Source: an optimization exercise on an open RTL-to-GDS flow (aim: small area, a short achievable clock period and few clock cycles per item). Production flows keep margins and buffers that such runs may drop. In this exercise RTL edits were held to simulation tests only and were not proved equivalent to the original. No activity file was given, so power comes from the tool's default toggle rates.

==> flow/design.v <==
`default_nettype none
package uecpmu_pkg;
    localparam int DATA_W    = 32;
    localparam int OFF_W     = 8;
    localparam int PULSE_W   = 8;
    localparam int MASK_W    = 4;
    localparam int IDX_W     = 2;
    localparam int CODE_W    = 8;
    localparam int CMD_W     = 4 + IDX_W + DATA_W + PULSE_W;
    localparam int RES_W     = DATA_W + 2;
    localparam logic [1:0] MODE_RD    = 2'd0;
    localparam logic [1:0] MODE_WR    = 2'd1;
    localparam logic [1:0] MODE_EVENT = 2'd2;
    localparam logic [OFF_W-1:0] OFF_CNT0   = 8'h30;
    localparam logic [OFF_W-1:0] OFF_CTRL   = 8'h40;
    localparam logic [OFF_W-1:0] OFF_EVTYPE = 8'h48;
    localparam logic [OFF_W-1:0] OFF_INTM   = 8'h60;
    localparam logic [OFF_W-1:0] OFF_INTS   = 8'h68;
    localparam logic [OFF_W-1:0] OFF_INTC   = 8'h6C;
    localparam logic [CODE_W-1:0] EVT_NONE = 8'hFF;
    localparam int                CTRL_EN  = 0;
    typedef enum logic [3:0] {
        OP_IDLE,
        OP_EVENT,
        OP_CNT_RD,
        OP_CNT_WR,
        OP_CTRL_RD,
        OP_CTRL_WR,
        OP_EVT_RD,
        OP_EVT_WR,
        OP_MASK_RD,
        OP_MASK_WR,
        OP_STAT_RD,
        OP_CLR_WR,
        OP_NOP,
        OP_ERR
    } t_op;
    typedef struct packed {
        t_op                op;
        logic [IDX_W-1:0]   idx;
        logic [DATA_W-1:0]  data;
        logic [PULSE_W-1:0] pulses;
    } t_cmd;
    typedef struct packed {
        logic [DATA_W-1:0] read_data;
        logic              access_error;
        logic              irq;
    } t_res;
endpackage
`default_nettype wire
`default_nettype none
module uncore_event_counter_pmu
#(
    parameter int NUM_CTRS        = 4,
    parameter int NUM_EVENT_CODES = 8
) (
    input  wire logic               i_clk,
    input  wire logic               i_rst_n,
    input  wire logic               i_push,
    output logic                    o_full,
    input  wire logic [1:0]         i_mode,
    input  wire logic [uecpmu_pkg::OFF_W-1:0]   i_reg_offset,
    input  wire logic [uecpmu_pkg::DATA_W-1:0]  i_write_data,
    input  wire logic [uecpmu_pkg::PULSE_W-1:0] i_event_pulses,
    output logic                    o_empty,
    input  wire logic               i_pop,
    output logic [uecpmu_pkg::DATA_W-1:0]       o_read_data,
    output logic                    o_access_error,
    output logic                    o_irq
);
    logic [31:0] r_ctr [4];
    logic [31:0] r_evsel;
    logic        r_en;
    logic [3:0]  r_mask;
    logic [3:0]  r_stat;
    logic [3:0]  r_inc;         
    logic        r_empty;
    logic        r_err;
    logic [3:0]  r_rd_ctr;      
    logic [3:0]  r_rd_ctr_hi;   
    logic        r_rd_ctrl;
    logic        r_rd_evt;
    logic        r_rd_evt_hi;
    logic        r_rd_mask;
    logic        r_rd_stat;
    logic        w_take;
    logic        w_res_ld;
    logic        w_rd, w_wr, w_ev;
    logic        w_is_cnt, w_is_ctrl, w_is_evt, w_is_mask, w_is_stat, w_is_clr;
    logic [3:0]  w_cnt_sel;
    logic [3:0]  w_inc;
    logic [3:0]  w_full;        
    logic [3:0]  w_ld;
    logic [31:0] w_ld_data;
    logic [31:0] w_ones [4];
    logic        n_en;
    logic [31:0] n_evsel;
    logic [3:0]  n_mask;
    logic [3:0]  n_stat;
    assign w_res_ld = r_empty || i_pop;
    assign w_take   = i_push && w_res_ld;
    assign o_full   = !w_res_ld;
    assign o_empty  = r_empty;
    always_comb begin
        w_rd      = (i_mode == 2'd0);
        w_wr      = (i_mode == 2'd1);
        w_ev      = (i_mode == 2'd2);
        w_is_cnt  = (i_reg_offset[7:4] == 4'h3) && (i_reg_offset[1:0] == 2'b00);
        w_is_ctrl = (i_reg_offset == 8'h40);
        w_is_evt  = (i_reg_offset == 8'h48);
        w_is_mask = (i_reg_offset == 8'h60);
        w_is_stat = (i_reg_offset == 8'h68);
        w_is_clr  = (i_reg_offset == 8'h6C);
        for (int i = 0; i < 4; i++) begin
            w_cnt_sel[i] = w_is_cnt && (i_reg_offset[3:2] == 2'(i));
        end
    end
    always_comb begin
        for (int i = 0; i < 4; i++) begin
            w_ones[i][0] = 1'b1;
            for (int b = 1; b < 32; b++) begin
                w_ones[i][b] = w_ones[i][b-1] && r_ctr[i][b-1];
            end
            w_full[i] = r_inc[i] ? (&r_ctr[i][31:1] && !r_ctr[i][0]) : (&r_ctr[i]);
        end
    end
    always_comb begin
        n_en    = r_en;
        n_evsel = r_evsel;
        n_mask  = r_mask;
        n_stat  = r_stat;
        for (int i = 0; i < 4; i++) begin
            w_inc[i] = w_take && w_ev && r_en && (r_evsel[8*i+3 +: 5] == 5'd0) &&
                       i_event_pulses[r_evsel[8*i +: 3]];
            if (w_inc[i] && w_full[i]) begin
                n_stat[i] = 1'b1;
            end
        end
        if (w_take && w_wr) begin
            if (w_is_ctrl) n_en    = i_write_data[0];
            if (w_is_evt)  n_evsel = i_write_data;
            if (w_is_mask) n_mask  = i_write_data[3:0];
            if (w_is_clr)  n_stat  = r_stat & ~i_write_data[3:0];
        end
        if (!i_rst_n) begin
            n_en    = 1'b0;
            n_evsel = '1;
            n_mask  = '1;
            n_stat  = '0;
        end
    end
    always_ff @(posedge i_clk) begin
        r_en    <= n_en;
        r_evsel <= n_evsel;
        r_mask  <= n_mask;
        r_stat  <= n_stat;
        r_inc   <= i_rst_n ? w_inc : 4'd0;
    end
    assign w_ld_data = i_rst_n ? i_write_data : 32'd0;
    always_comb begin
        for (int i = 0; i < 4; i++) begin
            w_ld[i] = !i_rst_n || (w_take && w_wr && w_cnt_sel[i]);
        end
    end
    always_ff @(posedge i_clk) begin
        for (int i = 0; i < 4; i++) begin
            r_ctr[i] <= w_ld[i] ? w_ld_data : r_ctr[i] ^ ({32{r_inc[i]}} & w_ones[i]);
        end
    end
    always_ff @(posedge i_clk) begin
        if (!i_rst_n) begin
            r_empty <= 1'b1;
        end else if (w_res_ld) begin
            r_empty <= !i_push;
        end
    end
    always_ff @(posedge i_clk) begin
        if (w_take) begin
            r_err     <= (w_rd || w_wr) && !(w_is_cnt || w_is_ctrl || w_is_evt ||
                                             w_is_mask || w_is_stat || w_is_clr);
            r_rd_ctr  <= w_rd ? w_cnt_sel : 4'd0;
            r_rd_ctrl <= w_rd && w_is_ctrl;
            r_rd_evt  <= w_rd && w_is_evt;
            r_rd_ctr_hi <= w_rd ? w_cnt_sel : 4'd0;
            r_rd_evt_hi <= w_rd && w_is_evt;
            r_rd_mask <= w_rd && w_is_mask;
            r_rd_stat <= w_rd && w_is_stat;
        end else begin
            r_err     <= r_err     && !r_empty;
            r_rd_ctr  <= r_rd_ctr  & {4{!r_empty}};
            r_rd_ctrl <= r_rd_ctrl && !r_empty;
            r_rd_evt  <= r_rd_evt  && !r_empty;
            r_rd_ctr_hi <= r_rd_ctr_hi & {4{!r_empty}};
            r_rd_evt_hi <= r_rd_evt_hi && !r_empty;
            r_rd_mask <= r_rd_mask && !r_empty;
            r_rd_stat <= r_rd_stat && !r_empty;
        end
    end
    always_comb begin
        o_read_data[15:0] = ({16{r_rd_ctr[0]}} & r_ctr[0][15:0]) |
                            ({16{r_rd_ctr[1]}} & r_ctr[1][15:0]) |
                            ({16{r_rd_ctr[2]}} & r_ctr[2][15:0]) |
                            ({16{r_rd_ctr[3]}} & r_ctr[3][15:0]) |
                            ({16{r_rd_evt}}    & r_evsel[15:0])  |
                            {15'd0, r_rd_ctrl & r_en}          |
                            {12'd0, {4{r_rd_mask}} & r_mask}   |
                            {12'd0, {4{r_rd_stat}} & r_stat};
        o_read_data[31:16] = ({16{r_rd_ctr_hi[0]}} & r_ctr[0][31:16]) |
                             ({16{r_rd_ctr_hi[1]}} & r_ctr[1][31:16]) |
                             ({16{r_rd_ctr_hi[2]}} & r_ctr[2][31:16]) |
                             ({16{r_rd_ctr_hi[3]}} & r_ctr[3][31:16]) |
                             ({16{r_rd_evt_hi}}    & r_evsel[31:16]);
    end
    assign o_access_error = r_err;
    assign o_irq          = |(r_stat & ~r_mask);
endmodule
`default_nettype wire
clock: 3.5 ns
lec_check: 0
cap_margin: 20
core_margin: 2
core_utilization: 40
setup_slack_margin: 1.3
slew_margin: 20
standard.sh (not shown) runs the stock make flow with config.mk's settings and CLKGATE_MAP_FILE= SYNTH_SCRIPT=/design/flow/synth_recipe.tcl, a recipe that flattens the netlist after the stock synthesis.
==> flow/flow/run.sh <==
#!/bin/bash
# Standard layout, with slow cells (wide OR/NOR, a2111/o2111, a222oi,
# clkdlybuf) kept out of synthesis and timing repair.
set -e
cp standard.sh standard_sh_copy.log
cp config.mk config_mk_orig.log
cat flow/dont_use.mk >> config.mk
bash standard.sh > standard_sh.log 2>&1
==> flow/flow/dont_use.mk <==
export DONT_USE_CELLS += sky130_fd_sc_hd__or4_1 sky130_fd_sc_hd__or4_2 sky130_fd_sc_hd__or4_4 sky130_fd_sc_hd__or4b_1 sky130_fd_sc_hd__or4b_2 sky130_fd_sc_hd__or4b_4 sky130_fd_sc_hd__or4bb_1 sky130_fd_sc_hd__or4bb_2 sky130_fd_sc_hd__or4bb_4 sky130_fd_sc_hd__nor4_1 sky130_fd_sc_hd__nor4_2 sky130_fd_sc_hd__nor4_4 sky130_fd_sc_hd__nor4b_1 sky130_fd_sc_hd__nor4b_2 sky130_fd_sc_hd__nor4b_4 sky130_fd_sc_hd__nor4bb_1 sky130_fd_sc_hd__nor4bb_2 sky130_fd_sc_hd__nor4bb_4 sky130_fd_sc_hd__or3_1 sky130_fd_sc_hd__or3_2 sky130_fd_sc_hd__or3_4 sky130_fd_sc_hd__or3b_1 sky130_fd_sc_hd__or3b_2 sky130_fd_sc_hd__or3b_4 sky130_fd_sc_hd__a2111oi_0 sky130_fd_sc_hd__a2111oi_1 sky130_fd_sc_hd__a2111oi_2 sky130_fd_sc_hd__a2111oi_4 sky130_fd_sc_hd__a2111o_1 sky130_fd_sc_hd__a2111o_2 sky130_fd_sc_hd__a2111o_4 sky130_fd_sc_hd__o2111a_1 sky130_fd_sc_hd__o2111a_2 sky130_fd_sc_hd__o2111a_4 sky130_fd_sc_hd__o2111ai_1 sky130_fd_sc_hd__o2111ai_2 sky130_fd_sc_hd__o2111ai_4 sky130_fd_sc_hd__a222oi_1 sky130_fd_sc_hd__clkdlybuf4s15_1 sky130_fd_sc_hd__clkdlybuf4s15_2 sky130_fd_sc_hd__clkdlybuf4s18_1 sky130_fd_sc_hd__clkdlybuf4s18_2 sky130_fd_sc_hd__clkdlybuf4s25_1 sky130_fd_sc_hd__clkdlybuf4s25_2 sky130_fd_sc_hd__clkdlybuf4s50_1 sky130_fd_sc_hd__clkdlybuf4s50_2
The starting point completed without violations.
Testbench counts at the start, summed over its fixed seeds: cycles 13,603, items 12,000.
Change:
--- a/flow/config.mk
+++ b/flow/config.mk
@@ -10,3 +10,3 @@
 export CORE_UTILIZATION = 40
-export SETUP_SLACK_MARGIN = 1.3
+export SETUP_SLACK_MARGIN = 1.4
 export SLEW_MARGIN = 20
Effect: The new run produced a clean layout. Worst setup slack improves by 10 ps. Flip-flop and latch count stays the same. Cell area grows by about 1.6%. Global-route usage barely changes. Synthesized area is unchanged. Routed wire length climbs by about 1%. Power is about the same. Hold slack barely changes. Count of clock-buffer cells in the layout stays the same. Die area stays the same.

[what the ideal ports hide]
How much do the figures lean on ideal ports? The routed layouts below were timed once more, with nothing changed but the port constraints.
Step 1: set_driving_cell puts a clkbuf_16 on i_clk and a buf_2 on each other input, an assumption about the parent block.
Step 2 moves the port delays by t, midway between the first and last clock arrival at a register: inputs arrive t later, outputs are due t later. That takes back most of the time a late clock gives input paths.
a / b / c = no drivers / after step 1 / after step 2; a / b = the first two.
run	t (ns)	slack for setup (ns)	hold slack, ns
the first run	0.487	1.323 / 1.268 / 0.911	0.459 / 0.459 / 0.459
the second run	0.484	1.333 / 1.281 / 0.937	0.459 / 0.459 / 0.459
After both steps every run listed still meets setup and hold. The setup slack of the first run, which loses most, moves by -0.055 ns with the drivers and by -0.412 ns with both steps.
